From an optimization exercise on the open Yosys and OpenROAD flow, aimed at small area; shortcuts taken in it are not production practice. Only simulation tests tie the RTL to the original design; equivalence was not proved. Power is estimated from default activity; no workload was simulated.

==> inputs of trial 74 <==
==> flow/design.v <==
package run_pkg;
  localparam int unsigned DATA_W   = 32;
  localparam int unsigned ADDR_W   = 5;
  localparam int unsigned NUM_REGS = 2 ** ADDR_W;
endpackage : run_pkg
module run #(
  parameter int unsigned DATA_W = run_pkg::DATA_W,
  parameter int unsigned ADDR_W = run_pkg::ADDR_W
) (
  input  logic              clk,
  input  logic              rst_n,
  input  logic [ADDR_W-1:0] read_reg_1,
  input  logic [ADDR_W-1:0] read_reg_2,
  input  logic [ADDR_W-1:0] write_reg,
  input  logic              reg_write,
  input  logic [DATA_W-1:0] write_data,
  output logic [DATA_W-1:0] read_data_1,
  output logic [DATA_W-1:0] read_data_2,
  input  logic [ADDR_W-1:0] dbg_sel,
  output logic [DATA_W-1:0] register_files,
  output logic [DATA_W-1:0] memory
);
  localparam int unsigned NumRegs = 2 ** ADDR_W;
  logic [DATA_W-1:0] regs_q [NumRegs];
  logic [DATA_W-1:0] memory_q;
  logic              write_en;
  assign write_en = reg_write && (write_reg != '0);
  always_ff @(posedge clk or negedge rst_n) begin
    if (!rst_n) begin
      for (int i = 0; i < NumRegs; i++) begin
        regs_q[i] <= '0;
      end
      memory_q <= '0;
    end else if (write_en) begin
      regs_q[write_reg] <= write_data;
      memory_q          <= write_data;
    end
  end
  assign read_data_1    = regs_q[read_reg_1];
  assign read_data_2    = regs_q[read_reg_2];
  assign register_files = regs_q[dbg_sel];
  assign memory         = memory_q;
endmodule
==> flow/run.sh <==
#!/bin/bash
# synth_recipe.tcl (not shown) runs the flow's synth.tcl, then flattens the netlist and writes it again
# the make line also repeats each setting of config.mk as NAME=value (left out here)
make -C /OpenROAD-flow-scripts/flow DESIGN_CONFIG=/design/flow/config.mk WORK_HOME=/design/flow/orfs CLKGATE_MAP_FILE= SYNTH_SCRIPT=/design/flow/synth_recipe.tcl finish
==> flow/config.mk <==
export PLATFORM = sky130hd
export DESIGN_NAME = run
export DESIGN_NICKNAME = run
export VERILOG_FILES = /design/flow/design.v
export SDC_FILE = /design/flow/constraint.sdc
export NUM_CORES = 4
export LEC_CHECK = 0
export CAP_MARGIN = 20
export CORE_MARGIN = 2
export CORE_UTILIZATION = 30
export PLACE_DENSITY = 0.38
export SLEW_MARGIN = 20
==> flow/constraint.sdc <==
create_clock -name core_clock -period 8.0 [get_ports {clk}]
set_input_delay 1.6000 -clock core_clock [delete_from_list [all_inputs] [get_ports {clk}]]
set_output_delay 1.6000 -clock core_clock [all_outputs]
set_load 0.01 [all_outputs]
==> build 6 (differences from trial 74) <==
==> flow/design.v (replaced) <==
package run_pkg;
  localparam int unsigned DATA_W   = 32;
  localparam int unsigned ADDR_W   = 5;
  localparam int unsigned NUM_REGS = 2 ** ADDR_W;
endpackage : run_pkg
module run_aoi222 (
  input  logic a1, a2, b1, b2, c1, c2,
  output logic y
);
  assign y = ~((a1 & a2) | (b1 & b2) | (c1 & c2));
endmodule
module run_rd_tail (
  input  logic [9:0] yn,
  input  logic       s,
  input  logic       d,
  output logic       o
);
  assign o = ~(&yn) | (s & d);
endmodule
module run_rd_bit (
  input  logic [31:1] sel,
  input  logic [31:1] d,
  output logic        o
);
  logic [9:0] yn;
  for (genvar g = 0; g < 10; g++) begin : g_aoi
    run_aoi222 u_aoi (
      .a1(sel[3*g+1]), .a2(d[3*g+1]),
      .b1(sel[3*g+2]), .b2(d[3*g+2]),
      .c1(sel[3*g+3]), .c2(d[3*g+3]),
      .y (yn[g])
    );
  end
  run_rd_tail u_tail (.yn(yn), .s(sel[31]), .d(d[31]), .o(o));
endmodule
module run #(
  parameter int unsigned DATA_W = run_pkg::DATA_W,
  parameter int unsigned ADDR_W = run_pkg::ADDR_W
) (
  input  logic              clk,
  input  logic              rst_n,
  input  logic [ADDR_W-1:0] read_reg_1,
  input  logic [ADDR_W-1:0] read_reg_2,
  input  logic [ADDR_W-1:0] write_reg,
  input  logic              reg_write,
  input  logic [DATA_W-1:0] write_data,
  output logic [DATA_W-1:0] read_data_1,
  output logic [DATA_W-1:0] read_data_2,
  input  logic [ADDR_W-1:0] dbg_sel,
  output logic [DATA_W-1:0] register_files,
  output logic [DATA_W-1:0] memory
);
  localparam int unsigned NumRegs = 2 ** ADDR_W;
  logic [NumRegs-1:0][DATA_W-1:0] data_q;
  logic [NumRegs-1:0]             valid_q;
  logic [DATA_W-1:0]              memory_q;
  logic                           write_en;
  assign write_en = reg_write && (write_reg != '0);
  always_ff @(posedge clk) begin
    for (int i = 1; i < NumRegs; i++) begin
      if (write_en && write_reg == i) data_q[i] <= write_data;
    end
  end
  always_ff @(posedge clk or negedge rst_n) begin
    if (!rst_n) begin
      valid_q <= '0;
    end else if (write_en) begin
      valid_q[write_reg] <= 1'b1;
    end
  end
  always_ff @(posedge clk or negedge rst_n) begin
    if (!rst_n) begin
      memory_q <= '0;
    end else if (write_en) begin
      memory_q <= write_data;
    end
  end
  logic [NumRegs-1:1] sel_1, sel_2, sel_d;
  always_comb begin
    for (int i = 1; i < NumRegs; i++) begin
      sel_1[i] = (read_reg_1 == i) & valid_q[i];
      sel_2[i] = (read_reg_2 == i) & valid_q[i];
      sel_d[i] = (dbg_sel    == i) & valid_q[i];
    end
  end
  for (genvar b = 0; b < DATA_W; b++) begin : g_bit
    logic [NumRegs-1:1] col;
    for (genvar i = 1; i < NumRegs; i++) begin : g_col
      assign col[i] = data_q[i][b];
    end
    run_rd_bit u_rd1 (.sel(sel_1), .d(col), .o(read_data_1[b]));
    run_rd_bit u_rd2 (.sel(sel_2), .d(col), .o(read_data_2[b]));
    run_rd_bit u_rdd (.sel(sel_d), .d(col), .o(register_files[b]));
  end
  assign memory = memory_q;
endmodule
==> flow/flow/run.sh (new file) <==
#!/bin/bash
# Standard ORFS layout (the standard.sh, standard synthesis unchanged), with two
# placement/CTS options: the port buffers use the smallest buffer cell instead of the
# default delay buffer, and CTS does not add dummy loads to balance the clock tree.
# Each tool's output goes to ORFS's own per-step logs under orfs/logs; make's output
# goes to standard.log.
set -euo pipefail
export BUFFER_PORTS_ARGS="-buffer_cell sky130_fd_sc_hd__buf_1"
export CTS_ARGS="-sink_clustering_enable -repair_clock_nets -sink_clustering_size 20 -sink_clustering_max_diameter 80 -dont_use_dummy_load"
bash standard.sh finish > standard.log 2>&1
==> flow/standard.sh (new file) <==
#!/bin/bash
# synth_recipe.tcl (not shown) runs the flow's synth.tcl, then flattens the netlist and writes it again
# the make line also repeats each setting of config.mk as NAME=value (left out here)
make -C /OpenROAD-flow-scripts/flow DESIGN_CONFIG=/design/flow/config.mk WORK_HOME=/design/flow/orfs CLKGATE_MAP_FILE= SYNTH_SCRIPT=/design/flow/synth_recipe.tcl "${@:-finish}"
CAP_MARGIN = 10   (was 20)
CORE_UTILIZATION = 40   (was 30)
CTS_CLUSTER_DIAMETER = 80   (was not set)
CTS_CLUSTER_SIZE = 20   (was not set)
PLACE_DENSITY = 0.5   (was 0.38)
SLEW_MARGIN = 10   (was 20)
SYNTH_HIERARCHICAL = 1   (was not set)
SYNTH_MINIMUM_KEEP_SIZE = 0   (was not set)
removed: flow/run.sh
==> comparison <==
Against build 6, the maximum frequency of trial 74 is smaller by 16%. Against build 6, the total power of trial 74 is larger by 62%. Of trial 74 and build 6, trial 74 has the higher die area (gap about 70%, measured against build 6). Against trial 74, the sequential cell count of build 6 is lower by 1.

-- static timing again, ports no longer ideal --
In the flow no input, the clock included, has a driving cell. The finished layouts below were timed again as built, in two steps. Step 1 assumes that a clkbuf_16 drives the clock port and a buf_2 every other input. Step 2 adds t to the input delays and takes it off the output delays; t is the mean of the earliest and latest rising clock arrival at the registers after step 1. Input paths then give back, and output paths get back, about the clock's delay inside the block. Three values: no drivers, after step 1, after step 2; two values: the first two.
run | t, ns | setup slack, ns | hold WS [ns] | worst setup path at the end | worst slew at a driven data input, ns
trial 74 | 0.928 | 0.309 / 0.284 / 0.284 | 0.429 / 0.429 / 0.429 | input to output | 0.16
build 6 | 0.782 | 1.541 / 1.509 / 1.509 | 0.478 / 0.478 / 0.478 | input to output | 0.04
After both steps every run listed still meets setup and hold. The setup slack of build 6, which loses most, moves by -0.032 ns with the drivers and by -0.032 ns with both steps.
